Source: an optimization exercise on an open RTL-to-GDS flow (aim: a short achievable clock period and few clock cycles per item). Production flows keep margins and buffers that such runs may drop.
The RTL was checked by simulation tests, not by an equivalence proof against the original design.
Power and IR drop assume default switching activity.

`flow/design.v`:
```
`default_nettype none
package alu_exec_pkg;
    localparam logic [4:0] c_OP_ADD    = 5'd0;
    localparam logic [4:0] c_OP_SUB    = 5'd1;
    localparam logic [4:0] c_OP_XOR    = 5'd2;
    localparam logic [4:0] c_OP_OR     = 5'd3;
    localparam logic [4:0] c_OP_AND    = 5'd4;
    localparam logic [4:0] c_OP_SLL    = 5'd5;
    localparam logic [4:0] c_OP_SRL    = 5'd6;
    localparam logic [4:0] c_OP_SRA    = 5'd7;
    localparam logic [4:0] c_OP_SLT    = 5'd8;
    localparam logic [4:0] c_OP_SLTU   = 5'd9;
    localparam logic [4:0] c_OP_MUL    = 5'd16;
    localparam logic [4:0] c_OP_MULH   = 5'd17;
    localparam logic [4:0] c_OP_MULHSU = 5'd18;
    localparam logic [4:0] c_OP_MULHU  = 5'd19;
    localparam logic [4:0] c_OP_DIV    = 5'd20;
    localparam logic [4:0] c_OP_DIVU   = 5'd21;
    localparam logic [4:0] c_OP_REM    = 5'd22;
    localparam logic [4:0] c_OP_REMU   = 5'd23;
    localparam logic [1:0] c_ALU_OP_ADD    = 2'b00;
    localparam logic [1:0] c_ALU_OP_BRANCH = 2'b01;
    localparam logic [1:0] c_ALU_OP_RTYPE  = 2'b10;
    localparam logic [1:0] c_ALU_OP_ITYPE  = 2'b11;
    localparam logic [6:0] c_FUNCT7_ALT  = 7'd32;
    localparam logic [6:0] c_FUNCT7_MEXT = 7'd1;
endpackage
`default_nettype wire
`default_nettype none
module alu_op_decode
#(
    parameter int M_EXT = 1
) (
    input  logic [1:0] alu_op,
    input  logic [2:0] funct3,
    input  logic [6:0] funct7,
    output logic [4:0] op
);
    logic       w_alt;
    logic [4:0] w_base_op;
    assign w_alt = (funct7 == alu_exec_pkg::c_FUNCT7_ALT);
    always_comb begin
        w_base_op = alu_exec_pkg::c_OP_ADD;
        case (funct3)
            3'd0:    w_base_op = alu_exec_pkg::c_OP_ADD;
            3'd1:    w_base_op = alu_exec_pkg::c_OP_SLL;
            3'd2:    w_base_op = alu_exec_pkg::c_OP_SLT;
            3'd3:    w_base_op = alu_exec_pkg::c_OP_SLTU;
            3'd4:    w_base_op = alu_exec_pkg::c_OP_XOR;
            3'd5:    w_base_op = w_alt ? alu_exec_pkg::c_OP_SRA : alu_exec_pkg::c_OP_SRL;
            3'd6:    w_base_op = alu_exec_pkg::c_OP_OR;
            default: w_base_op = alu_exec_pkg::c_OP_AND;
        endcase
    end
    always_comb begin
        op = alu_exec_pkg::c_OP_ADD;
        case (alu_op)
            alu_exec_pkg::c_ALU_OP_ADD: op = alu_exec_pkg::c_OP_ADD;
            alu_exec_pkg::c_ALU_OP_BRANCH: begin
                case (funct3)
                    3'd4, 3'd5: op = alu_exec_pkg::c_OP_SLT;
                    3'd6, 3'd7: op = alu_exec_pkg::c_OP_SLTU;
                    default:    op = alu_exec_pkg::c_OP_SUB;
                endcase
            end
            alu_exec_pkg::c_ALU_OP_RTYPE: begin
                if ((M_EXT != 0) && (funct7 == alu_exec_pkg::c_FUNCT7_MEXT))
                    op = {2'b10, funct3};
                else if ((funct3 == 3'd0) && w_alt)
                    op = alu_exec_pkg::c_OP_SUB;
                else
                    op = w_base_op;
            end
            default: begin
                op = (funct3 == 3'd0) ? alu_exec_pkg::c_OP_ADD : w_base_op;
            end
        endcase
    end
endmodule
`default_nettype wire
`default_nettype none
module alu_exec_unit
#(
    parameter int XLEN  = 32,
    parameter int M_EXT = 1
) (
    input  logic            clk,
    input  logic            rst,
    input  logic            flush,
    input  logic            in_valid,
    output logic            in_ready,
    input  logic [1:0]      alu_op,
    input  logic [2:0]      funct3,
    input  logic [6:0]      funct7,
    input  logic [XLEN-1:0] op_a,
    input  logic [XLEN-1:0] op_b,
    output logic            out_valid,
    input  logic            out_ready,
    output logic [XLEN-1:0] result,
    output logic            result_zero
);
    localparam int W        = XLEN;
    localparam int PW       = 2 * XLEN;          
    localparam int SHW      = $clog2(XLEN);
    localparam int S_DIV0   = 2;                 
    localparam int NPAIR    = 2;                 
    localparam int S_DEND   = S_DIV0 + W - NPAIR;  
    localparam int S_MULRES = 6;                 
    localparam int S_LAST   = S_DEND + 2;        
    localparam int CAP      = S_LAST + 2;        
    localparam int CW       = $clog2(CAP + 1);
    localparam int NPP      = W + 2;             
    logic          r_in_ready;
    logic          r_out_valid;
    logic [CW-1:0] r_outst;
    logic          w_acc;
    logic          w_xfer;
    logic [CW-1:0] w_outst_n;
    assign w_acc     = in_valid && r_in_ready;
    assign w_xfer    = r_out_valid && out_ready;
    assign w_outst_n = r_outst + {{(CW-1){1'b0}}, w_acc} - {{(CW-1){1'b0}}, w_xfer};
    always_ff @(posedge clk or posedge rst) begin
        if (rst) begin
            r_in_ready <= 1'b0;
            r_outst    <= '0;
        end else if (flush) begin
            r_in_ready <= 1'b1;
            r_outst    <= '0;
        end else begin
            r_in_ready <= (w_outst_n < CAP);
            r_outst    <= w_outst_n;
        end
    end
    logic [S_LAST:1] r_v;
    always_ff @(posedge clk or posedge rst) begin
        if (rst)
            r_v <= '0;
        else if (flush)
            r_v <= '0;
        else
            r_v <= {r_v[S_LAST-1:1], w_acc};
    end
    logic [4:0]   w_op0;
    logic         w_sub0;
    logic [W-1:0] r_a1;
    logic [W-1:0] r_b1;
    logic [W-1:0] r_bx1;                         
    logic         r_sub1;
    logic         r_sel_add1;
    logic         r_sel_xor1;
    logic         r_sel_or1;
    logic         r_sel_and1;
    logic         r_sel_sll1;
    logic         r_sel_sr1;
    logic         r_sra1;
    logic         r_sel_slt1;
    logic         r_sel_sltu1;
    logic         r_isdiv1;
    logic         r_ismul1;
    logic         r_dsig1;
    logic         r_qsel1;
    logic         r_ma_sig1;
    logic         r_mb_sig1;
    logic         r_mhi1;
    alu_op_decode #(.M_EXT(M_EXT)) u_decode (
        .alu_op (alu_op),
        .funct3 (funct3),
        .funct7 (funct7),
        .op     (w_op0)
    );
    assign w_sub0 = (w_op0 == alu_exec_pkg::c_OP_SUB) || (w_op0 == alu_exec_pkg::c_OP_SLT) ||
                    (w_op0 == alu_exec_pkg::c_OP_SLTU);
    always_ff @(posedge clk) begin
        r_a1        <= op_a;
        r_b1        <= op_b;
        r_bx1       <= op_b ^ {W{w_sub0}};
        r_sub1      <= w_sub0;
        r_sel_add1  <= (w_op0 == alu_exec_pkg::c_OP_ADD) || (w_op0 == alu_exec_pkg::c_OP_SUB);
        r_sel_xor1  <= (w_op0 == alu_exec_pkg::c_OP_XOR);
        r_sel_or1   <= (w_op0 == alu_exec_pkg::c_OP_OR);
        r_sel_and1  <= (w_op0 == alu_exec_pkg::c_OP_AND);
        r_sel_sll1  <= (w_op0 == alu_exec_pkg::c_OP_SLL);
        r_sel_sr1   <= (w_op0 == alu_exec_pkg::c_OP_SRL) || (w_op0 == alu_exec_pkg::c_OP_SRA);
        r_sra1      <= (w_op0 == alu_exec_pkg::c_OP_SRA);
        r_sel_slt1  <= (w_op0 == alu_exec_pkg::c_OP_SLT);
        r_sel_sltu1 <= (w_op0 == alu_exec_pkg::c_OP_SLTU);
        r_isdiv1    <= w_op0[4] && w_op0[2];
        r_ismul1    <= w_op0[4] && !w_op0[2];
        r_dsig1     <= !w_op0[0];                    
        r_qsel1     <= !w_op0[1];                    
        r_ma_sig1   <= (w_op0[1:0] != 2'd3);         
        r_mb_sig1   <= (w_op0[1:0] == 2'd1);         
        r_mhi1      <= (w_op0[1:0] != 2'd0);         
    end
    logic [W:0]     w_sum;
    logic           w_sltu;
    logic           w_slt;
    logic [SHW-1:0] w_shamt;
    logic [W-1:0]   w_sll;
    logic [W:0]     w_sr_x;
    logic [W-1:0]   w_sr;
    logic [W-1:0]   w_base;
    assign w_sum   = {1'b0, r_a1} + {1'b0, r_bx1} + {{W{1'b0}}, r_sub1};
    assign w_sltu  = !w_sum[W];
    assign w_slt   = (r_a1[W-1] != r_b1[W-1]) ? r_a1[W-1] : w_sum[W-1];
    assign w_shamt = r_b1[SHW-1:0];
    assign w_sll   = r_a1 << w_shamt;
    assign w_sr_x  = $signed({r_sra1 && r_a1[W-1], r_a1}) >>> w_shamt;
    assign w_sr    = w_sr_x[W-1:0];
    assign w_base = ({W{r_sel_add1}} & w_sum[W-1:0])
                  | ({W{r_sel_xor1}} & (r_a1 ^ r_b1))
                  | ({W{r_sel_or1}}  & (r_a1 | r_b1))
                  | ({W{r_sel_and1}} & (r_a1 & r_b1))
                  | ({W{r_sel_sll1}} & w_sll)
                  | ({W{r_sel_sr1}}  & w_sr)
                  | {{(W-1){1'b0}}, (r_sel_slt1 && w_slt) || (r_sel_sltu1 && w_sltu)};
    logic         w_isdiv;
    logic         w_ismul;
    logic         w_qsel;
    logic         w_a_neg;
    logic         w_b_neg;
    logic         w_bz;
    logic         w_neg;
    logic [W-1:0] w_mag_a;
    logic [W-1:0] w_mag_b;
    assign w_isdiv = r_isdiv1;
    assign w_ismul = r_ismul1;
    assign w_qsel  = r_qsel1;
    assign w_a_neg = r_dsig1 && r_a1[W-1];
    assign w_b_neg = r_dsig1 && r_b1[W-1];
    assign w_bz    = (r_b1 == '0);
    assign w_neg   = w_qsel ? ((w_a_neg ^ w_b_neg) && !w_bz) : w_a_neg;
    assign w_mag_a = w_a_neg ? (~r_a1 + 1'b1) : r_a1;
    assign w_mag_b = w_b_neg ? (~r_b1 + 1'b1) : r_b1;
    logic              w_ma_sig;
    logic              w_mb_sig;
    logic [PW-1:0]     w_ma;
    logic [W:0]        w_mb;
    logic [NPP*PW-1:0] w_pp;
    assign w_ma_sig = r_ma_sig1;
    assign w_mb_sig = r_mb_sig1;
    assign w_ma     = {{(PW-W){w_ma_sig && r_a1[W-1]}}, r_a1};
    assign w_mb     = {w_mb_sig && r_b1[W-1], r_b1};
    always_comb begin
        for (int i = 0; i < W; i++)
            w_pp[i*PW +: PW] = w_mb[i] ? (w_ma << i) : '0;
        w_pp[W*PW +: PW]     = w_mb[W] ? {~w_ma[W-1:0], {W{1'b0}}} : '0;
        w_pp[(W+1)*PW +: PW] = {{(W-1){1'b0}}, w_mb[W], {W{1'b0}}};
    end
    localparam int N1 = 2 * (NPP / 3) + (NPP % 3);
    localparam int N2 = 2 * (N1 / 3) + (N1 % 3);
    localparam int N3 = 2 * (N2 / 3) + (N2 % 3);
    logic [N1*PW-1:0] w_l1;
    logic [N2*PW-1:0] w_l2;
    logic [N3*PW-1:0] w_l3;
    alu_csa_level #(.N(NPP), .W(PW)) u_csa1 (.in_rows(w_pp), .out_rows(w_l1));
    alu_csa_level #(.N(N1),  .W(PW)) u_csa2 (.in_rows(w_l1), .out_rows(w_l2));
    alu_csa_level #(.N(N2),  .W(PW)) u_csa3 (.in_rows(w_l2), .out_rows(w_l3));
    localparam int N4 = 2 * (N3 / 3) + (N3 % 3);
    localparam int N5 = 2 * (N4 / 3) + (N4 % 3);
    localparam int N6 = 2 * (N5 / 3) + (N5 % 3);
    localparam int N7 = 2 * (N6 / 3) + (N6 % 3);
    localparam int N8 = 2 * (N7 / 3) + (N7 % 3);
    logic [N3*PW-1:0] r_m2;
    logic [N6*PW-1:0] r_m3;
    logic [N8*PW-1:0] r_m4;
    logic [W:0]       r_lo5;
    logic [W-1:0]     r_hs5;
    logic [W-1:0]     r_hc5;
    logic [5:2]       r_mhi;                     
    logic [5:2]       r_ismul;
    logic [N4*PW-1:0] w_l4;
    logic [N5*PW-1:0] w_l5;
    logic [N6*PW-1:0] w_l6;
    logic [N7*PW-1:0] w_l7;
    logic [N8*PW-1:0] w_l8;
    logic [W:0]       w_lo;
    logic [W-1:0]     w_hi;
    logic [W-1:0]     w_prod;
    alu_csa_level #(.N(N3), .W(PW)) u_csa4 (.in_rows(r_m2), .out_rows(w_l4));
    alu_csa_level #(.N(N4), .W(PW)) u_csa5 (.in_rows(w_l4), .out_rows(w_l5));
    alu_csa_level #(.N(N5), .W(PW)) u_csa6 (.in_rows(w_l5), .out_rows(w_l6));
    alu_csa_level #(.N(N6), .W(PW)) u_csa7 (.in_rows(r_m3), .out_rows(w_l7));
    alu_csa_level #(.N(N7), .W(PW)) u_csa8 (.in_rows(w_l7), .out_rows(w_l8));
    assign w_lo   = {1'b0, r_m4[W-1:0]} + {1'b0, r_m4[PW+W-1:PW]};
    assign w_hi   = r_hs5 + r_hc5 + {{(W-1){1'b0}}, r_lo5[W]};
    assign w_prod = r_mhi[5] ? w_hi : r_lo5[W-1:0];
    always_ff @(posedge clk) begin
        r_m2  <= w_l3;
        r_m3  <= w_l6;
        r_m4  <= w_l8;
        r_lo5 <= w_lo;
        r_hs5 <= r_m4[PW-1:W];
        r_hc5 <= r_m4[2*PW-1:PW+W];
        r_mhi   <= {r_mhi[4:2], r_mhi1};
        r_ismul <= {r_ismul[4:2], w_ismul};
    end
    logic [S_DEND:S_DIV0][W-1:0] r_rem;
    logic [S_DEND:S_DIV0][W-1:0] r_qa;
    logic [S_DEND:S_DIV0][W-1:0] r_dv;
    logic [S_DEND:S_DIV0]        r_isdiv;
    logic [S_DEND:S_DIV0]        r_qsel;
    logic [S_DEND:S_DIV0]        r_neg;
    always_ff @(posedge clk) begin
        r_rem[S_DIV0]   <= '0;
        r_qa[S_DIV0]    <= w_mag_a;
        r_dv[S_DIV0]    <= w_isdiv ? w_mag_b : w_base;
        r_isdiv[S_DIV0] <= w_isdiv;
        r_qsel[S_DIV0]  <= w_qsel;
        r_neg[S_DIV0]   <= w_neg;
    end
    genvar j;
    generate
        for (j = 0; j < S_DEND - S_DIV0; j++) begin : g_div
            localparam int S  = S_DIV0 + j;
            localparam int K0 = (j < NPAIR) ? 2 * j : j + NPAIR;    
            logic [W-1:0] w_rem1;
            logic [W-1:0] w_qa1;
            logic [W-1:0] w_rem2;
            logic [W-1:0] w_qa2;
            alu_div_step #(.W(W), .K(K0)) u_step0 (
                .rem    (r_rem[S]),
                .qa     (r_qa[S]),
                .dv     (r_dv[S]),
                .rem_n  (w_rem1),
                .qa_n   (w_qa1)
            );
            if (j < NPAIR) begin : g_pair
                alu_div_step #(.W(W), .K(K0 + 1)) u_step1 (
                    .rem    (w_rem1),
                    .qa     (w_qa1),
                    .dv     (r_dv[S]),
                    .rem_n  (w_rem2),
                    .qa_n   (w_qa2)
                );
            end else begin : g_single
                assign w_rem2 = w_rem1;
                assign w_qa2  = w_qa1;
            end
            always_ff @(posedge clk) begin
                r_rem[S+1]   <= w_rem2;
                r_qa[S+1]    <= w_qa2;
                r_isdiv[S+1] <= r_isdiv[S];
                r_qsel[S+1]  <= r_qsel[S];
                r_neg[S+1]   <= r_neg[S];
            end
            if (S + 1 == S_MULRES) begin : g_mulres
                always_ff @(posedge clk)
                    r_dv[S+1] <= r_ismul[S_MULRES-1] ? w_prod : r_dv[S];
            end else begin : g_pass
                always_ff @(posedge clk)
                    r_dv[S+1] <= r_dv[S];
            end
        end
    endgenerate
    logic [W-1:0] w_x;
    logic [W-1:0] r_y;
    logic         r_cin;
    logic [W-1:0] r_res;
    assign w_x = r_qsel[S_DEND] ? r_qa[S_DEND] : r_rem[S_DEND];
    always_ff @(posedge clk) begin
        r_y   <= r_isdiv[S_DEND] ? (w_x ^ {W{r_neg[S_DEND]}}) : r_dv[S_DEND];
        r_cin <= r_isdiv[S_DEND] && r_neg[S_DEND];
        r_res <= r_y + {{(W-1){1'b0}}, r_cin};
    end
    logic [W:0]           w_pe;                  
    logic                 w_pe_v;
    logic [CAP-1:0]       r_wp;
    logic [CAP-1:0]       r_rp;
    logic [CAP-1:0]       w_rp1;
    logic [CW-1:0]        r_fcnt;
    logic [CAP*(W+1)-1:0] r_mem;
    logic [W:0]           w_h0;
    logic [W:0]           w_h1;
    logic                 w_c0;
    logic                 w_c1;
    logic                 w_c2;
    logic                 w_pop;
    logic [W-1:0]         r_result;
    logic                 r_result_zero;
    assign w_pe_v = r_v[S_LAST];
    assign w_pe   = {(r_res == '0), r_res};
    assign w_rp1  = {r_rp[CAP-2:0], r_rp[CAP-1]};
    assign w_pop  = r_out_valid && out_ready;
    assign w_c0   = (r_fcnt == '0);
    assign w_c1   = (r_fcnt == {{(CW-1){1'b0}}, 1'b1});
    assign w_c2   = !w_c0 && !w_c1;
    always_comb begin
        w_h0 = '0;
        w_h1 = '0;
        for (int i = 0; i < CAP; i++) begin
            w_h0 = w_h0 | (r_mem[i*(W+1) +: (W+1)] & {(W+1){r_rp[i]}});
            w_h1 = w_h1 | (r_mem[i*(W+1) +: (W+1)] & {(W+1){w_rp1[i]}});
        end
    end
    always_ff @(posedge clk or posedge rst) begin
        if (rst) begin
            r_out_valid <= 1'b0;
            r_wp        <= {{(CAP-1){1'b0}}, 1'b1};
            r_rp        <= {{(CAP-1){1'b0}}, 1'b1};
            r_fcnt      <= '0;
        end else if (flush) begin
            r_out_valid <= 1'b0;
            r_wp        <= {{(CAP-1){1'b0}}, 1'b1};
            r_rp        <= {{(CAP-1){1'b0}}, 1'b1};
            r_fcnt      <= '0;
        end else begin
            r_out_valid <= w_pe_v || w_c2 || (w_c1 && !out_ready);
            if (w_pe_v)
                r_wp <= {r_wp[CAP-2:0], r_wp[CAP-1]};
            if (w_pop)
                r_rp <= w_rp1;
            r_fcnt <= r_fcnt + {{(CW-1){1'b0}}, w_pe_v} - {{(CW-1){1'b0}}, w_pop};
        end
    end
    always_ff @(posedge clk) begin
        for (int i = 0; i < CAP; i++)
            if (w_pe_v && r_wp[i])
                r_mem[i*(W+1) +: (W+1)] <= w_pe;
        if (w_pop)
            {r_result_zero, r_result} <= (w_pe_v && w_c1) ? w_pe : w_h1;
        else
            {r_result_zero, r_result} <= (w_pe_v && w_c0) ? w_pe : w_h0;
    end
    assign in_ready    = r_in_ready;
    assign out_valid   = r_out_valid;
    assign result      = r_result;
    assign result_zero = r_result_zero;
endmodule
module alu_div_step
#(
    parameter int W = 32,
    parameter int K = 0
) (
    input  logic [W-1:0] rem,
    input  logic [W-1:0] qa,
    input  logic [W-1:0] dv,
    output logic [W-1:0] rem_n,
    output logic [W-1:0] qa_n
);
    localparam logic [W-1:0] c_MASK = {W{1'b1}} >> (W - 1 - K);
    logic [W-1:0] w_rs;
    logic [W:0]   w_diff;
    logic         w_fits;
    generate
        if (K == 0) begin : g_rs0
            assign w_rs = {{(W-1){1'b0}}, qa[W-1]};
        end else begin : g_rsk
            assign w_rs = {{(W-K){1'b0}}, rem[K-1:0], qa[W-1]};
        end
    endgenerate
    assign w_diff = {1'b0, w_rs} - {1'b0, dv};
    localparam int L = $clog2(W);
    logic [L:0][W-1:0] w_gt;
    logic [L:0][W-1:0] w_ge;
    assign w_gt[0] = w_rs & ~dv;
    assign w_ge[0] = w_rs | ~dv;
    genvar l, i;
    generate
        for (l = 0; l < L; l++) begin : g_lvl
            for (i = 0; i < (W >> (l + 1)); i++) begin : g_grp
                assign w_gt[l+1][i] = w_gt[l][2*i+1] | (w_ge[l][2*i+1] & w_gt[l][2*i]);
                assign w_ge[l+1][i] = w_gt[l][2*i+1] | (w_ge[l][2*i+1] & w_ge[l][2*i]);
            end
            for (i = (W >> (l + 1)); i < W; i++) begin : g_pad
                assign w_gt[l+1][i] = 1'b0;
                assign w_ge[l+1][i] = 1'b0;
            end
        end
    endgenerate
    assign w_fits = w_ge[L][0];
    assign rem_n  = (w_fits ? w_diff[W-1:0] : w_rs) & c_MASK;
    assign qa_n   = {qa[W-2:0], w_fits};
endmodule
module alu_csa_level
#(
    parameter int N = 3,
    parameter int W = 64
) (
    input  logic [N*W-1:0]                     in_rows,
    output logic [(2*(N/3)+(N%3))*W-1:0]       out_rows
);
    localparam int G = N / 3;
    always_comb begin
        for (int g = 0; g < G; g++) begin
            out_rows[(2*g)*W +: W]   = in_rows[(3*g)*W +: W] ^ in_rows[(3*g+1)*W +: W]
                                     ^ in_rows[(3*g+2)*W +: W];
            out_rows[(2*g+1)*W +: W] = ((in_rows[(3*g)*W +: W] & in_rows[(3*g+1)*W +: W])
                                      | (in_rows[(3*g)*W +: W] & in_rows[(3*g+2)*W +: W])
                                      | (in_rows[(3*g+1)*W +: W] & in_rows[(3*g+2)*W +: W])) << 1;
        end
        for (int r = 0; r < N % 3; r++)
            out_rows[(2*G+r)*W +: W] = in_rows[(3*G+r)*W +: W];
    end
endmodule
`default_nettype wire
```
`flow/flow/run.sh`:
```
#!/bin/bash
# The standard layout, with timing repair aimed below the design's
# period: the same ORFS make targets and settings as standard.sh, except a
# larger SETUP_SLACK_MARGIN. Synthesis settings are unchanged.
set -euo pipefail
MARGIN=6.2
sed -e "s/SETUP_SLACK_MARGIN=[0-9.]*/SETUP_SLACK_MARGIN=${MARGIN}/" standard.sh > standard_tight.sh
grep -q "SETUP_SLACK_MARGIN=${MARGIN}" standard_tight.sh
bash standard_tight.sh > standard_tight.log 2>&1
```
`flow/standard.sh`:
```
#!/bin/bash
# synth_recipe.tcl (not shown) runs the flow's synth.tcl, then flattens the netlist and writes it again
# the make line also repeats each setting of config.mk as NAME=value (left out here)
make -C /OpenROAD-flow-scripts/flow DESIGN_CONFIG=/design/flow/config.mk WORK_HOME=/design/flow/orfs CLKGATE_MAP_FILE= SYNTH_SCRIPT=/design/flow/synth_recipe.tcl "${@:-finish}"
```
`flow/config.mk`:
```
export PLATFORM = sky130hd
export DESIGN_NAME = alu_exec_unit
export DESIGN_NICKNAME = alu_exec_unit
export VERILOG_FILES = /design/flow/design.v
export SDC_FILE = /design/flow/constraint.sdc
export NUM_CORES = 4
export LEC_CHECK = 0
export ABC_CLOCK_PERIOD_IN_PS = 3000
export CAP_MARGIN = 20
export CORE_MARGIN = 2
export CORE_UTILIZATION = 55
export CTS_CLUSTER_SIZE = 30
export SETUP_SLACK_MARGIN = 5
export SLEW_MARGIN = 20
```
`flow/constraint.sdc`:
```
create_clock -name core_clock -period 9.0 [get_ports {clk}]
set_input_delay 1.8000 -clock core_clock [delete_from_list [all_inputs] [get_ports {clk}]]
set_output_delay 1.8000 -clock core_clock [all_outputs]
set_load 0.01 [all_outputs]
```
==> results of run 1 <==
## routing by layer
metal / vias up / part of all wire / global-route usage
met5: - / 0.00050 / 0
met1: 73330 / 0.36 / 0.4231
met3: 2563 / 0.11 / 0.08732
li1: 65690 / - / -
met4: 28 / 0.080 / 0.2213
met2: 8823 / 0.45 / 0.5462
## power by group
part	switching, W	total, W	leakage (nW)	internal, W
combinational	0.0178	0.0315	58.6	0.0137
sequential	0.00330	0.0311	43.5	0.0278
clock	0.00915	0.0221	8.64	0.0129
## what timing repair did
item                       4_1_cts  5_1_grt
setup buffers                  331      187
gates resized for setup       1710      827
hold buffers                     0        0
pin swaps                      443      404
cloned                          87       31
setup endpoints to repair     1072      945
## cells in the mapped netlist, types with 30 or more instances
master / number / area share
nor4_1: 194 / 0.0057
and3_1: 74 / 0.0022
a21boi_0: 49 / 0.0017
and2_1: 67 / 0.0020
o211ai_1: 30 / 0.0011
o21a_1: 70 / 0.0025
a221oi_1: 487 / 0.020
a21oi_1: 698 / 0.016
nand4_1: 237 / 0.0069
nand2b_1: 108 / 0.0032
a22o_1: 461 / 0.019
o31ai_1: 47 / 0.0016
fa_1: 1140 / 0.11
nor2b_1: 130 / 0.0038
clkbuf_1: 548 / 0.0096
nand2_1: 703 / 0.012
o21ai_1: 33 / 0.00077
o21bai_1: 89 / 0.0031
xor2_1: 204 / 0.0083
inv_1: 2564 / 0.045
nor2_1: 1716 / 0.030
buf_1: 156 / 0.0027
nand3_1: 128 / 0.0030
o21ai_0: 538 / 0.013
nor3_1: 181 / 0.0042
mux2i_1: 420 / 0.020
a22oi_1: 281 / 0.0099
dfrtp_1: 118 / 0.014
mux2_2: 62 / 0.0033
a21o_1: 163 / 0.0057
dfxtp_1: 3623 / 0.34
buf_2: 34 / 0.00080
a31oi_1: 60 / 0.0018
xnor2_1: 432 / 0.018
edfxtp_1: 1188 / 0.17
or3_1: 55 / 0.0016
a211oi_1: 49 / 0.0017
ha_1: 1290 / 0.075
## sequential cells by signal (all words and copies together) (netlist names), 34 cells and up
name   cells
r_mem   1188
r_dv     992
r_rp      36
r_wp      36
r_m3     195
r_rem    524
r_v       34
r_m2     392
r_qa     992
r_m4     119
## cells by family (layout without fill, tap and decap cells)
logic type,Yosys count,count (layout),share of synthesized area
fa+ha+maj,2430,2430,0.1821
flops,4931,4931,0.5197
compound gates,3344,3353,0.1098
simple gates,3674,3682,0.07783
mux,511,511,0.02591
buf+inv,3329,4536,0.05863
other cells,0,102,0
xor+xnor,636,636,0.02603
## area by class of cell
cell class | count | share of cell area
antenna | 102 | 0.0009996
inverter | 2589 | 0.03965
tap | 5197 | 0.02547
timing repair buffer | 994 | 0.04731
multi-input combinational | 10610 | 0.3799
timing repair inverter | 5 | 0.0001715
sequential | 4931 | 0.4371
clock buffer | 714 | 0.05809
clock inverter | 234 | 0.01130
## cells in the final DEF, fill, tap and decap left out, types with 237 or more instances in the layout
cell type,n
dfxtp_1,3459
inv_1,2467
nor2_1,1627
ha_1,1224
edfxtp_1,1188
fa_1,1082
nand2_1,580
a21oi_1,567
clkbuf_16,560
buf_4,470
a221oi_1,469
a22o_1,460
xnor2_1,412
mux2i_1,372
o21ai_0,304
a22oi_1,279
nand4_1,237
## per-stage QoR
step	cell area, sq um	setup WS [ns]	total power (W)	cells	util
2_1_floorplan	214700	5.516	0.04854	18860	-
3_3_place_gp	221500	4.154	0.05727	23690	0.5706
3_5_place_dp	221600	4.273	0.05758	23690	0.5707
4_1_cts	249600	5.511	0.08299	25060	0.6429
5_1_grt	255300	5.455	0.08976	25360	0.6576
6_report	255300	5.564	0.08470	25380	0.6577
## worst max-delay path by stage
| stage | slack (ns) | to | from |
|---|---|---|---|
| final | 5.56 | result[16] | r_result[16] |
| after global routing | 5.46 | r_dv[158] | r_lo5[32] |
| after CTS | 5.51 | result[16] | r_result[16] |
| after detailed placement | 4.27 | r_bx1[3] | funct3[1] |
| after global placement | 4.15 | r_bx1[21] | funct3[1] |
| after floorplan | 5.52 | r_in_ready | out_ready |
==> run notes, run 1 <==
* Status: timing/DRC/antenna clean
* Critical path fanouts, max at 1
* FMAX at 291.0 MHz
* I/O pin count at 116
* Max Clock Skew at 0.05801 ns
* P_leak at 110.7 nW
* Worst-path clk slew at 0.06 ns
* Share of cells above drive strength 1 at 0.1616
* GR Util All Layers at 0.3459
* Delay-heaviest family, CP: flip-flops
* Hpwl dp at 434,500 microns
* Multi-input gate area at 97,020 sq um
* Vias in the first global route at 149,100
* Max Root-Sink Buffers at 4
* Syn nets at 21,370
* Hold Crit Class: flop to flop
* RR Endpoint: r_dv[158]
* WP data arrival at 1.64 ns
* Initial antenna violation count at 51
* Final setup vio count at 0
* Fillers at 29,640
* Req. time, crit path at 7.20 ns
* Yosys reg bits at 4,931
* Die footprint at 394,100 sq um
* Die Span Y at 627.8 microns
* DRC Markers at 0
* Worst-Skew Late Latency at 1.05 ns
* Sequential Area at 111,600 sq um
* RSZ-0062 raised after global routing: true
* Post-synth cell types at 92
* Largest net degree at the start of global routing at 81
* Sink Count at 4,931
* WHS Endpoint: r_qa[177]
* First-pass GRT wire length at 998,900 microns
* Pwr Density at 331.7 nW/um^2
* Worst Hold Launch: r_qa[144]
* Final hold violation count at 0
* Fin. max-slew vios at 0
* Min-Delay Path Depth at 0
* Number of vias per cell at 5.928
* Startpoint types: flop
* Gr ovfl total at 0
* Fin crit period at 3.436 ns
* Root Buffer: clkbuf_16
* Iteration-0 DRC count of the detailed router at 17,170
* Die span in x at 627.8 microns
* Most used DFF post-synth: dfxtp_1
* Antenna viol nets, final at 0
* Period utilization at 0.3818
* Critical Path End Type: output pin
* Hold_ws at 0.2861 ns
* Final RePlAce weighted congestion at 0.9992
* CTS tree: yes
* Initial core utilization at 0.5512
* TritonCTS buffer count at 526
* Post-synth ARST share at 0.02434
* Worst path depth at 1
* Max H-tree Level at 6
* Mapped cell area at 214,000 sq um
* Std cell rows at 229
* Max cap viols at 0
* Port bufs at 115
* Worst r2r path cells at 16
* Number of detailed-route iterations in the first pass at 9
* CP cell instances: buf_6
* Max incr delay on CP at 0.44 ns
* DR WL/cell at 27.71 microns
* Final-stage net count at 22,170
* Final WL at 703,100 microns
* Flop2flop setup slack at 5.61 ns
* CP bufs+invs at 1
* Post-Syn Instances at 18,860
* Slowest stage cell, crit path: dfxtp_4
* FF-to-FF Start: r_lo5[32]
* Setup TNS Final at 0 ns
* Synth-to-Final Area Change at 19.33%
* Sequential element share of the synthesized area at 0.5197
* Detailed-route via count at 150,400
* Worst slew pin tran at 1.218 ns
* Maximum vdd drop at 0.0004270 V
* Relative slew margins at 0.1881
* Synthesized area per cell at 11.35 sq um
* Core area at 388,200 sq um
* EDFF count, synth at 1,188
* Syn. warnings at 10
* CP Class: flop to output pin
Testbench counts, summed over its fixed seeds: cycles 9,888, items 9,600.
==> run 2, diff against run 1 <==
--- a/flow/flow/run.sh
+++ b/flow/flow/run.sh
@@ -4,5 +4,5 @@
 # larger SETUP_SLACK_MARGIN. Synthesis settings are unchanged.
 set -euo pipefail
-MARGIN=6.2
+MARGIN=5.9
 sed -e "s/SETUP_SLACK_MARGIN=[0-9.]*/SETUP_SLACK_MARGIN=${MARGIN}/" standard.sh > standard_tight.sh
 grep -q "SETUP_SLACK_MARGIN=${MARGIN}" standard_tight.sh
--- a/flow/config.mk
+++ b/flow/config.mk
@@ -9,5 +9,5 @@
 export CAP_MARGIN = 20
 export CORE_MARGIN = 2
-export CORE_UTILIZATION = 55
+export CORE_UTILIZATION = 50
 export CTS_CLUSTER_SIZE = 30
 export SETUP_SLACK_MARGIN = 5
==> run notes, run 2 <==
* Number of detailed-route iterations in the first pass at 8 (was 9)
* Die footprint at 433,200 sq um (was 394,100 sq um)
* Share of cells above drive strength 1 at 0.1209 (was 0.1616)
* Setup TNS Final at 0 ns (unchanged)
* Worst Hold Launch: r_qa[621] (was r_qa[144])
* Final-stage net count at 21,790 (was 22,170)
* Hpwl dp at 403,000 microns (was 434,500 microns)
* Top post-synthesis cells by count: dfxtp_1 (3,623), inv_1 (2,564), nor2_1 (1,716), ha_1 (1,290), edfxtp_1 (1,188) (unchanged)
* Critical path fanouts, max at 2 (was 1)
* Maximum vdd drop at 0.0003181 V (was 0.0004270 V)
* First-pass GRT wire length at 938,300 microns (was 998,900 microns)
* Most used DFF post-synth: dfxtp_1 (unchanged)
* Yosys reg bits at 4,931 (unchanged)
* Pwr Density at 332.6 nW/um^2 (was 331.7 nW/um^2)
* Mapped cell area at 214,000 sq um (unchanged)
* Number of vias per cell at 5.727 (was 5.928)
* Fin crit period at 3.505 ns (was 3.436 ns)
* Worst-path clk slew at 0.06 ns (about the same)
* Synth-to-Final Area Change at 15.78% (was 19.33%)
* Gr ovfl total at 0 (unchanged)
* FMAX at 285.3 MHz (was 291.0 MHz)
* Synthesized area per cell at 11.35 sq um (unchanged)
* Syn nets at 21,370 (unchanged)
* Iteration-0 DRC count of the detailed router at 15,370 (was 17,170)
* Post-synth cell types at 92 (unchanged)
* Synth Area in XOR/XNOR at 0.02603 (unchanged)
* Top Registers: r_mem (1188), r_dv (992), r_qa (992) (unchanged)
* FF-to-FF Start: r_hs5[0] (was r_lo5[32])
* CP Class: flop to flop (was flop to output pin)
* Period utilization at 0.3894 (was 0.3818)
* Max Clock Skew at 0.08061 ns (was 0.05801 ns)
* Status: timing/DRC/antenna clean (unchanged)
* Port bufs at 115 (unchanged)
* Post-synthesis mux area share at 0.02591 (unchanged)
* Compound-Gate Fraction of Synth Area at 0.1098 (unchanged)
* Synth Area in Adders at 0.1821 (unchanged)
* RSZ-0062 raised after global routing: true (unchanged)
* Vias in the first global route at 145,700 (was 149,100)
* Initial antenna violation count at 28 (was 51)
* Core area at 426,700 sq um (was 388,200 sq um)
* P_leak at 107.5 nW (was 110.7 nW)
* TritonCTS buffer count at 525 (was 526)
* Critical Path End Type: flop (was output pin)
* Max H-tree Level at 6 (unchanged)
* RR Endpoint: r_dv[150] (was r_dv[158])
* Worst-Skew Late Latency at 1.07 ns (was 1.05 ns)
* Tot Pwr at 0.08240 W (was 0.08470 W)
* Simple-Gate Fraction of Synth Area at 0.07783 (unchanged)
* DRC Markers at 0 (unchanged)
* Most common cell after layout, fill and taps aside: dfxtp_1 (unchanged)
* Area share of the largest cell type after synthesis at 0.3389 (unchanged)
* Detailed-route via count at 145,700 (was 150,400)
* WP data arrival at 4.37 ns (was 1.64 ns)
* Post-Syn Instances at 18,860 (unchanged)
* Critical Path Source: r_hs5[0] (was r_result[16])
* I/O pin count at 116 (unchanged)
* Flop2flop setup slack at 5.50 ns (was 5.61 ns)
* Max cap viols at 0 (unchanged)
* Post-synth top area cell: dfxtp_1 (unchanged)
* Final RePlAce weighted congestion at 0.9608 (was 0.9992)
* Synth area leaders: dfxtp_1 (34%), edfxtp_1 (17%), fa_1 (11%), ha_1 (7.5%), inv_1 (4.5%) (unchanged)
* Most frequent cells in the layout: dfxtp_1 (3,512), inv_1 (2,501), nor2_1 (1,693), ha_1 (1,255), edfxtp_1 (1,188) (was dfxtp_1 (3,459), inv_1 (2,467), nor2_1 (1,627), ha_1 (1,224), edfxtp_1 (1,188))
* Sequential element share of the synthesized area at 0.5197 (unchanged)
* Min-Delay Path Depth at 0 (unchanged)
* Die span in x at 658.2 microns (was 627.8 microns)
* Post-synth ARST share at 0.02434 (unchanged)
* Final WL at 639,800 microns (was 703,100 microns)
* Final setup vio count at 0 (unchanged)
* Largest net degree at the start of global routing at 94 (was 81)
* Biggest register: r_mem (unchanged)
* Startpoint types: flop (unchanged)
* Antenna viol nets, final at 0 (unchanged)
* EDFF count, synth at 1,188 (unchanged)
* Final hold violation count at 0 (unchanged)
* Fin cells at 25,440 (was 25,380)
* Fin. max-slew vios at 0 (unchanged)
* Initial core utilization at 0.5015 (was 0.5512)
* CTS tree: yes (unchanged)
* Largest family of logic cells by synthesized area: adder cells (unchanged)
* Req. time, crit path at 9.86 ns (was 7.20 ns)
* Top-count cell post-synth: dfxtp_1 (unchanged)
* Sink Count at 4,931 (unchanged)
* Hold Crit Class: flop to flop (unchanged)
* Syn. warnings at 10 (unchanged)
* Placed Cells at 24,140 (was 23,690)
* DR WL/cell at 25.15 microns (was 27.71 microns)
* Relative slew margins at 0.1154 (was 0.1881)
* Root Buffer: clkbuf_16 (unchanged)
* Max reg flops at 1,188 (unchanged)
* GR Util All Layers at 0.2879 (was 0.3459)
* Die Span Y at 658.2 microns (was 627.8 microns)
* WHS Endpoint: r_qa[654] (was r_qa[177])
* Max Root-Sink Buffers at 4 (unchanged)
* Worst slew pin tran at 1.327 ns (was 1.218 ns)
* Worst r2r path cells at 17 (was 16)
* Std cell rows at 240 (was 229)
[run 2: cell count changes in the layout (fill, tap and decap cells not counted), moves of 34 or more]
cell,delta
a21oi_1,+49
buf_6,-84
o21ai_0,+81
nand2_1,+54
nor2_1,+66
o21ai_2,-54
inv_1,+34
buf_4,-150
buf_12,-71
diode_2,-50
dfxtp_1,+53
nor2_2,-40
[run 2: how the worst max path moves through the flow]
stage	to	slack, ns	cells after the start
global route	r_dv[158]	5.38	16
finish	r_dv[150]	5.50	17
detailed placement	r_in_ready	4.25	13
global placement	r_in_ready	4.20	13
floorplan	r_in_ready	5.52	13
CTS	result[16]	5.50	1
[run 2: layout make-up]
| type | count | area, sq um |
|---|---|---|
| repair inverters | 1 | 8.758 |
| fillers | 35260 | 179000 |
| multi-input cells | 10600 | 94160 |
| flip-flops and latches | 4931 | 111500 |
| well taps | 5687 | 7116 |
| diodes | 52 | 130.1 |
| clock buffers | 702 | 14670 |
| repair buffers | 625 | 6968 |
| clock inverters | 255 | 3322 |
| inverters | 2589 | 9899 |
[run 2: logic make-up after synthesis]
family	after synthesis
compound gates	3344
buf+inv	3329
simple gates	3674
fa+ha+maj	2430
mux	511
xor+xnor	636
flops	4931
[run 2: power breakdown]
part	internal (W)	leakage (nW)	total (W)	switching [W]
logic	0.0127	55.3	0.0292	0.0165
registers	0.0278	43.5	0.0310	0.00313
clock network	0.0129	8.73	0.0222	0.00931
total	0.0534	108	0.0824	0.0290
[run 2: per-stage QoR]
step | util | worst slack, ns | hold slack (ns) | cell area (sq um)
6_report | 0.5806 | 5.495 | 0.2509 | 247700
2_1_floorplan | - | 5.516 | 0.3096 | 214200
4_1_cts | 0.5731 | 5.505 | 0.2887 | 244500
3_3_place_gp | 0.5193 | 4.196 | 0.3096 | 221600
5_1_grt | 0.5805 | 5.381 | 0.2974 | 247700
3_5_place_dp | 0.5193 | 4.250 | 0.3121 | 221600
[run 2: critical path, stage by stage (launching register included)]
cell and delay [ns]:
dfxtp_1 0.31, inv_2 0.05, fa_2 0.26, inv_2 0.05, fa_2 0.39, a211oi_4 0.27
o21a_1 0.21, o31ai_4 0.08, buf_6 0.16, a311oi_4 0.45, o21ai_4 0.12, buf_4 0.17
a21oi_4 0.17, buf_4 0.13, buf_4 0.12, xnor2_4 0.07, mux2i_2 0.20, a21oi_1 0.09
[run 2: per-layer routing]
metal | track usage | up-vias | share of wire
met5 | 0 | - | 0.00010
met2 | 0.4490 | 7528 | 0.44
met3 | 0.06669 | 2015 | 0.10
met4 | 0.1428 | 12 | 0.062
li1 | - | 64800 | -
met1 | 0.3776 | 71370 | 0.40
[run 2: what timing repair did]
| item | in CTS | in global routing |
|---|---|---|
| pin swaps | 217 | 270 |
| hold buffers | 0 | 0 |
| gates resized for setup | 952 | 553 |
| hold endpoints to repair | 0 | 0 |
| setup buffers | 129 | 116 |
| endpoints found under the setup margin | 981 | 749 |
| gates cloned | 40 | 8 |
==> run 3, diff against run 2 <==
--- a/flow/design.v
+++ b/flow/design.v
@@ -364,33 +364,26 @@
         r_res <= r_y + {{(W-1){1'b0}}, r_cin};
     end
-    logic [W:0]           w_pe;                  
-    logic                 w_pe_v;
-    logic [CAP-1:0]       r_wp;
-    logic [CAP-1:0]       r_rp;
-    logic [CAP-1:0]       w_rp1;
-    logic [CW-1:0]        r_fcnt;
+    logic [W:0]         w_pe;                    
+    logic               w_pe_v;
+    logic [CAP-1:0]     r_wp;
+    logic [CAP-1:0]     r_rp;
+    logic [CW-1:0]      r_fcnt;
+    logic               r_fne;
     logic [CAP*(W+1)-1:0] r_mem;
-    logic [W:0]           w_h0;
-    logic [W:0]           w_h1;
-    logic                 w_c0;
-    logic                 w_c1;
-    logic                 w_c2;
-    logic                 w_pop;
-    logic [W-1:0]         r_result;
-    logic                 r_result_zero;
-    assign w_pe_v = r_v[S_LAST];
-    assign w_pe   = {(r_res == '0), r_res};
-    assign w_rp1  = {r_rp[CAP-2:0], r_rp[CAP-1]};
-    assign w_pop  = r_out_valid && out_ready;
-    assign w_c0   = (r_fcnt == '0);
-    assign w_c1   = (r_fcnt == {{(CW-1){1'b0}}, 1'b1});
-    assign w_c2   = !w_c0 && !w_c1;
+    logic [W:0]         w_head;
+    logic               w_take;
+    logic               w_rd;
+    logic [CW-1:0]      w_fcnt_n;
+    logic [W-1:0]       r_result;
+    logic               r_result_zero;
+    assign w_pe_v   = r_v[S_LAST];
+    assign w_pe     = {(r_res == '0), r_res};
+    assign w_take   = !r_out_valid || out_ready;
+    assign w_rd     = w_take && (r_fne || w_pe_v);
+    assign w_fcnt_n = r_fcnt + {{(CW-1){1'b0}}, w_pe_v} - {{(CW-1){1'b0}}, w_rd};
     always_comb begin
-        w_h0 = '0;
-        w_h1 = '0;
-        for (int i = 0; i < CAP; i++) begin
-            w_h0 = w_h0 | (r_mem[i*(W+1) +: (W+1)] & {(W+1){r_rp[i]}});
-            w_h1 = w_h1 | (r_mem[i*(W+1) +: (W+1)] & {(W+1){w_rp1[i]}});
-        end
+        w_head = '0;
+        for (int i = 0; i < CAP; i++)
+            w_head = w_head | (r_mem[i*(W+1) +: (W+1)] & {(W+1){r_rp[i]}});
     end
     always_ff @(posedge clk or posedge rst) begin
@@ -400,4 +393,5 @@
             r_rp        <= {{(CAP-1){1'b0}}, 1'b1};
             r_fcnt      <= '0;
+            r_fne       <= 1'b0;
         end else if (flush) begin
             r_out_valid <= 1'b0;
@@ -405,11 +399,15 @@
             r_rp        <= {{(CAP-1){1'b0}}, 1'b1};
             r_fcnt      <= '0;
+            r_fne       <= 1'b0;
         end else begin
-            r_out_valid <= w_pe_v || w_c2 || (w_c1 && !out_ready);
+            if (w_take)
+                r_out_valid <= r_fne || w_pe_v;
             if (w_pe_v)
                 r_wp <= {r_wp[CAP-2:0], r_wp[CAP-1]};
-            if (w_pop)
-                r_rp <= w_rp1;
-            r_fcnt <= r_fcnt + {{(CW-1){1'b0}}, w_pe_v} - {{(CW-1){1'b0}}, w_pop};
+            if (w_rd)
+                r_rp <= {r_rp[CAP-2:0], r_rp[CAP-1]};
+            r_fcnt <= w_fcnt_n;
+            r_fne  <= w_take ? (w_pe_v ? r_fne : (r_fne && (r_fcnt != {{(CW-1){1'b0}}, 1'b1})))
+                             : (r_fne || w_pe_v);
         end
     end
@@ -418,8 +416,6 @@
             if (w_pe_v && r_wp[i])
                 r_mem[i*(W+1) +: (W+1)] <= w_pe;
-        if (w_pop)
-            {r_result_zero, r_result} <= (w_pe_v && w_c1) ? w_pe : w_h1;
-        else
-            {r_result_zero, r_result} <= (w_pe_v && w_c0) ? w_pe : w_h0;
+        if (w_rd)
+            {r_result_zero, r_result} <= r_fne ? w_head : w_pe;
     end
     assign in_ready    = r_in_ready;
--- a/flow/config.mk
+++ b/flow/config.mk
@@ -9,5 +9,5 @@
 export CAP_MARGIN = 20
 export CORE_MARGIN = 2
-export CORE_UTILIZATION = 50
+export CORE_UTILIZATION = 60
 export CTS_CLUSTER_SIZE = 30
 export SETUP_SLACK_MARGIN = 5
==> run notes, run 3 <==
* Status: timing/DRC/antenna clean (unchanged)
* Most common cell after layout, fill and taps aside: dfxtp_1 (unchanged)
* Relative slew margins at 0.2376 (was 0.1154)
* P_leak at 104.1 nW (was 107.5 nW)
* First-pass GRT wire length at 851,500 microns (was 938,300 microns)
* Most frequent cells in the layout: dfxtp_1 (3,467), inv_1 (2,470), nor2_1 (1,701), ha_1 (1,239), edfxtp_1 (1,221) (was dfxtp_1 (3,512), inv_1 (2,501), nor2_1 (1,693), ha_1 (1,255), edfxtp_1 (1,188))
* Vias in the first global route at 133,000 (was 145,700)
* CTS tree: yes (unchanged)
* Gr ovfl total at 0 (unchanged)
* Net Switching at 0.02828 W (was 0.02898 W)
* Placement Cell Area at 214,000 sq um (was 221,600 sq um)
* Worst slew pin tran at 1.135 ns (was 1.327 ns)
* Period utilization at 0.4095 (was 0.3894)
* Fin crit period at 3.685 ns (was 3.505 ns)
* Synthesized area per cell at 11.53 sq um (was 11.35 sq um)
* Max incr delay on CP at 0.37 ns (was 0.45 ns)
* Mapped cell area at 207,400 sq um (was 214,000 sq um)
* Antenna viol nets, final at 0 (unchanged)
* Die span in x at 592.0 microns (was 658.2 microns)
* Largest net degree at the start of global routing at 107 (was 94)
* Syn nets at 20,500 (was 21,370)
* Maximum vdd drop at 0.0004046 V (was 0.0003181 V)
* Area share of the largest cell type after synthesis at 0.3465 (was 0.3389)
* Number of detailed-route iterations in the first pass at 9 (was 8)
* Slowest stage cell, crit path: a221o_1 (was a311oi_4)
* Final hold violation count at 0 (unchanged)
* TritonCTS buffer count at 474 (was 525)
* Core area at 343,500 sq um (was 426,700 sq um)
* DRC Markers at 0 (unchanged)
* Int Pwr at 0.05209 W (was 0.05342 W)
* Synth-to-Final Area Change at 14.54% (was 15.78%)
* WP data arrival at 4.56 ns (was 4.37 ns)
* Fin. max-slew vios at 0 (unchanged)
* Sink Count at 4,932 (was 4,931)
* CP cell instances: inv_2 -> fa_2 -> inv_2 -> fa_2 -> a211oi_2 -> nor2_2 -> o31a_1 -> a21oi_4 -> o21ai_4 -> o31a_1 -> a21bo_1 -> a221o_1 -> a311oi_2 -> mux2i_1 -> a311o_1 (was inv_2 -> fa_2 -> inv_2 -> fa_2 -> a211oi_4 -> o21a_1 -> o31ai_4 -> buf_6 -> a311oi_4 -> o21ai_4 -> buf_4 -> a21oi_4 -> buf_4 -> buf_4 -> xnor2_4 -> mux2i_2 -> a21oi_1)
* Hold_ws at 0.2809 ns (was 0.2509 ns)
* Most used DFF post-synth: dfxtp_1 (unchanged)
* Initial core utilization at 0.6038 (was 0.5015)
* Final worst slack at 5.315 ns (was 5.495 ns)
* Post-Syn Instances at 17,990 (was 18,860)
* Syn. warnings at 10 (unchanged)
* Hold Crit Class: flop to flop (unchanged)
* Top post-synthesis cells by count: dfxtp_1 (3,590), inv_1 (2,526), nor2_1 (1,725), ha_1 (1,290), edfxtp_1 (1,221) (was dfxtp_1 (3,623), inv_1 (2,564), nor2_1 (1,716), ha_1 (1,290), edfxtp_1 (1,188))
* Critical Path End Type: flop (unchanged)
* Iteration-0 DRC count of the detailed router at 12,710 (was 15,370)
* Pwr Density at 338.3 nW/um^2 (was 332.6 nW/um^2)
* Share of cells above drive strength 1 at 0.1163 (was 0.1209)
* Setup TNS Final at 0 ns (unchanged)
* Max H-tree Level at 5 (was 6)
* Synth area leaders: dfxtp_1 (35%), edfxtp_1 (18%), fa_1 (11%), ha_1 (7.8%), inv_1 (4.6%) (was dfxtp_1 (34%), edfxtp_1 (17%), fa_1 (11%), ha_1 (7.5%), inv_1 (4.5%))
* Critical path fanouts, max at 4 (was 2)
* Top Registers: r_mem (1188), r_dv (992), r_qa (992) (unchanged)
* Hpwl dp at 388,500 microns (was 403,000 microns)
* CP Class: flop to flop (unchanged)
* Max Clock Skew at 0.08266 ns (was 0.08061 ns)
* Sw Share at 0.3519 (was 0.3517)
* Final-stage net count at 20,990 (was 21,790)
* Sequential Power Share at 0.387 (was 0.376)
* Max cap viols at 0 (unchanged)
* Max reg flops at 1,188 (unchanged)
* Final setup vio count at 0 (unchanged)
* Sequential element share of the synthesized area at 0.5378 (was 0.5197)
* Hold buffers post-CTS at 0 (unchanged)
* Clock power frac at 0.257 (was 0.270)
* Number of vias per cell at 5.676 (was 5.727)
* Post-synth ARST share at 0.02453 (was 0.02434)
* Final RePlAce weighted congestion at 0.9876 (was 0.9608)
* Yosys reg bits at 4,932 (was 4,931)
* I/O pin count at 116 (unchanged)
* Port bufs at 115 (unchanged)
* RSZ-0062 raised after global routing: true (unchanged)
* Startpoint types: flop (unchanged)
* Top-count cell post-synth: dfxtp_1 (unchanged)
* Worst-Skew Late Latency at 1.01 ns (was 1.07 ns)
* GR Util All Layers at 0.3292 (was 0.2879)
* Final Cell Area at 237,600 sq um (was 247,700 sq um)
* Worst Setup Slack post-DPL at 3.734 ns (was 4.250 ns)
* Max Root-Sink Buffers at 4 (unchanged)
* DR WL/cell at 24.86 microns (was 25.15 microns)
* Root Buffer: clkbuf_16 (unchanged)
* Final WL at 584,000 microns (was 639,800 microns)
* Post-synth top area cell: dfxtp_1 (unchanged)
* EDFF count, synth at 1,221 (was 1,188)
* Die footprint at 350,400 sq um (was 433,200 sq um)
* Initial antenna violation count at 45 (was 28)
* Detailed-route via count at 133,300 (was 145,700)
* Req. time, crit path at 9.87 ns (was 9.86 ns)
* Post-synth cell types at 86 (was 92)
* Std cell rows at 215 (was 240)
* Biggest register: r_mem (unchanged)
* Tot Pwr at 0.08037 W (was 0.08240 W)
* Worst-path clk slew at 0.07 ns (was 0.06 ns)
* Fraction of power consumed by combinational cells at 0.356 (was 0.355)
* Die Span Y at 592.0 microns (was 658.2 microns)
* FMAX at 271.3 MHz (was 285.3 MHz)
[run 3: metrics by stage]
step           utilization  instances
2_1_floorplan            -      17990
3_3_place_gp        0.6230      22280
3_5_place_dp        0.6231      22280
4_1_cts             0.6820      23320
5_1_grt             0.6916      23480
6_report            0.6917      23490
[run 3: worst max-delay path, delay by kind of cell (launching register included)]
kind / cells / cell delay (ns)
buffers and inverters: 2 / 0.09
DFF: 1 / 0.32
muxes: 1 / 0.15
AOI/OAI and AO/OA: 9 / 2.36
and+or+nand+nor: 1 / 0.09
adders and majority gates: 2 / 0.58
[run 3: path summary, 6_finish.rpt]
kind                                start   endpoint  slack, ns  cells after the start
worst max-delay path             r_hs5[0]  r_dv[158]       5.31                     15
worst min-delay path            r_qa[472]  r_qa[505]       0.28                      0
worst max register to register   r_hs5[0]  r_dv[158]       5.31                     15
worst min register to register  r_qa[472]  r_qa[505]       0.28                      0
max in group asynchronous             rst      r_fne       6.59                      3
min in group asynchronous             rst     r_v[5]       1.17                      2
[run 3: kinds of logic (layout without fill, tap and decap cells)]
| group | count (synthesis) | after routing | share of synthesized area |
|---|---|---|---|
| flops | 4932 | 4932 | 0.5378 |
| simple gates | 3522 | 3523 | 0.07490 |
| buf+inv | 3143 | 4032 | 0.05690 |
| compound gates | 2813 | 2821 | 0.08964 |
| fa+ha+maj | 2430 | 2430 | 0.1878 |
| xor+xnor | 648 | 648 | 0.02736 |
| mux | 504 | 504 | 0.02555 |
| other cells | 0 | 45 | 0 |
[run 3: power groups by stage]
stage          logic, W  registers, W  clock network, W
2_1_floorplan    0.0183        0.0301                 0
3_3_place_gp     0.0251        0.0314                 0
3_5_place_dp     0.0255        0.0315                 0
4_1_cts          0.0272        0.0311            0.0210
5_1_grt          0.0321        0.0315            0.0218
6_report         0.0286        0.0311            0.0207
[run 3: routing by layer]
metal	vias to the layer above	global-route usage	wire length, microns
met2	5887	0.5396	271100
met1	64970	0.4061	220400
met5	-	0	127
li1	60740	-	-
met3	1722	0.06540	50980
met4	20	0.1926	41480
[run 3: final cells by class]
| class | instances | area [sq um] |
|---|---|---|
| antenna | 45 | 112.6 |
| clock buffer | 647 | 13480 |
| clock inverter | 237 | 3088 |
| fill | 25300 | 105900 |
| inverter | 2553 | 9744 |
| multi-input combinational | 9926 | 87760 |
| sequential | 4932 | 111800 |
| tap | 4557 | 5702 |
| timing repair buffer | 593 | 5893 |
| timing repair inverter | 2 | 17.52 |
[run 3: what timing repair did]
| item | CTS | global route |
|---|---|---|
| endpoints found under the setup margin | 930 | 609 |
| buffers inserted | 139 | 109 |
| cloned | 20 | 16 |
| pin swaps | 177 | 242 |
| resized for setup | 747 | 557 |
Testbench counts of run 3, summed over its fixed seeds: cycles 9,888, items 9,600.

==> static timing again, ports no longer ideal <==
The flow's constraints put no driver on any port. The routed layouts listed below were extracted and timed again, unchanged, in two steps. Step 1, drivers: a clkbuf_16 drives clk and a buf_2 each remaining input, both assumed. Step 2, shift: input delay + t, output delay - t, t = (earliest + latest rising clock arrival at the registers) / 2. This alone moves slack from input paths to output paths. Three values: ideal ports, drivers, drivers and shift; two values: the first two.
run	shift t [ns]	slack for setup (ns)	worst register clock-pin slew, ns	worst data-port slew with drivers (ns)
run 1	1.135	5.564 / 5.440 / 5.247	0.07 / 0.07	0.07
run 2	1.139	5.495 / 5.414 / 4.941	0.07 / 0.07	0.07
run 3	1.095	5.315 / 5.308 / 4.993	0.08 / 0.08	0.06
After both steps setup and hold are still met in every run listed. The setup slack of run 2, which loses most, moves by -0.081 ns with the drivers and by -0.554 ns with both steps.
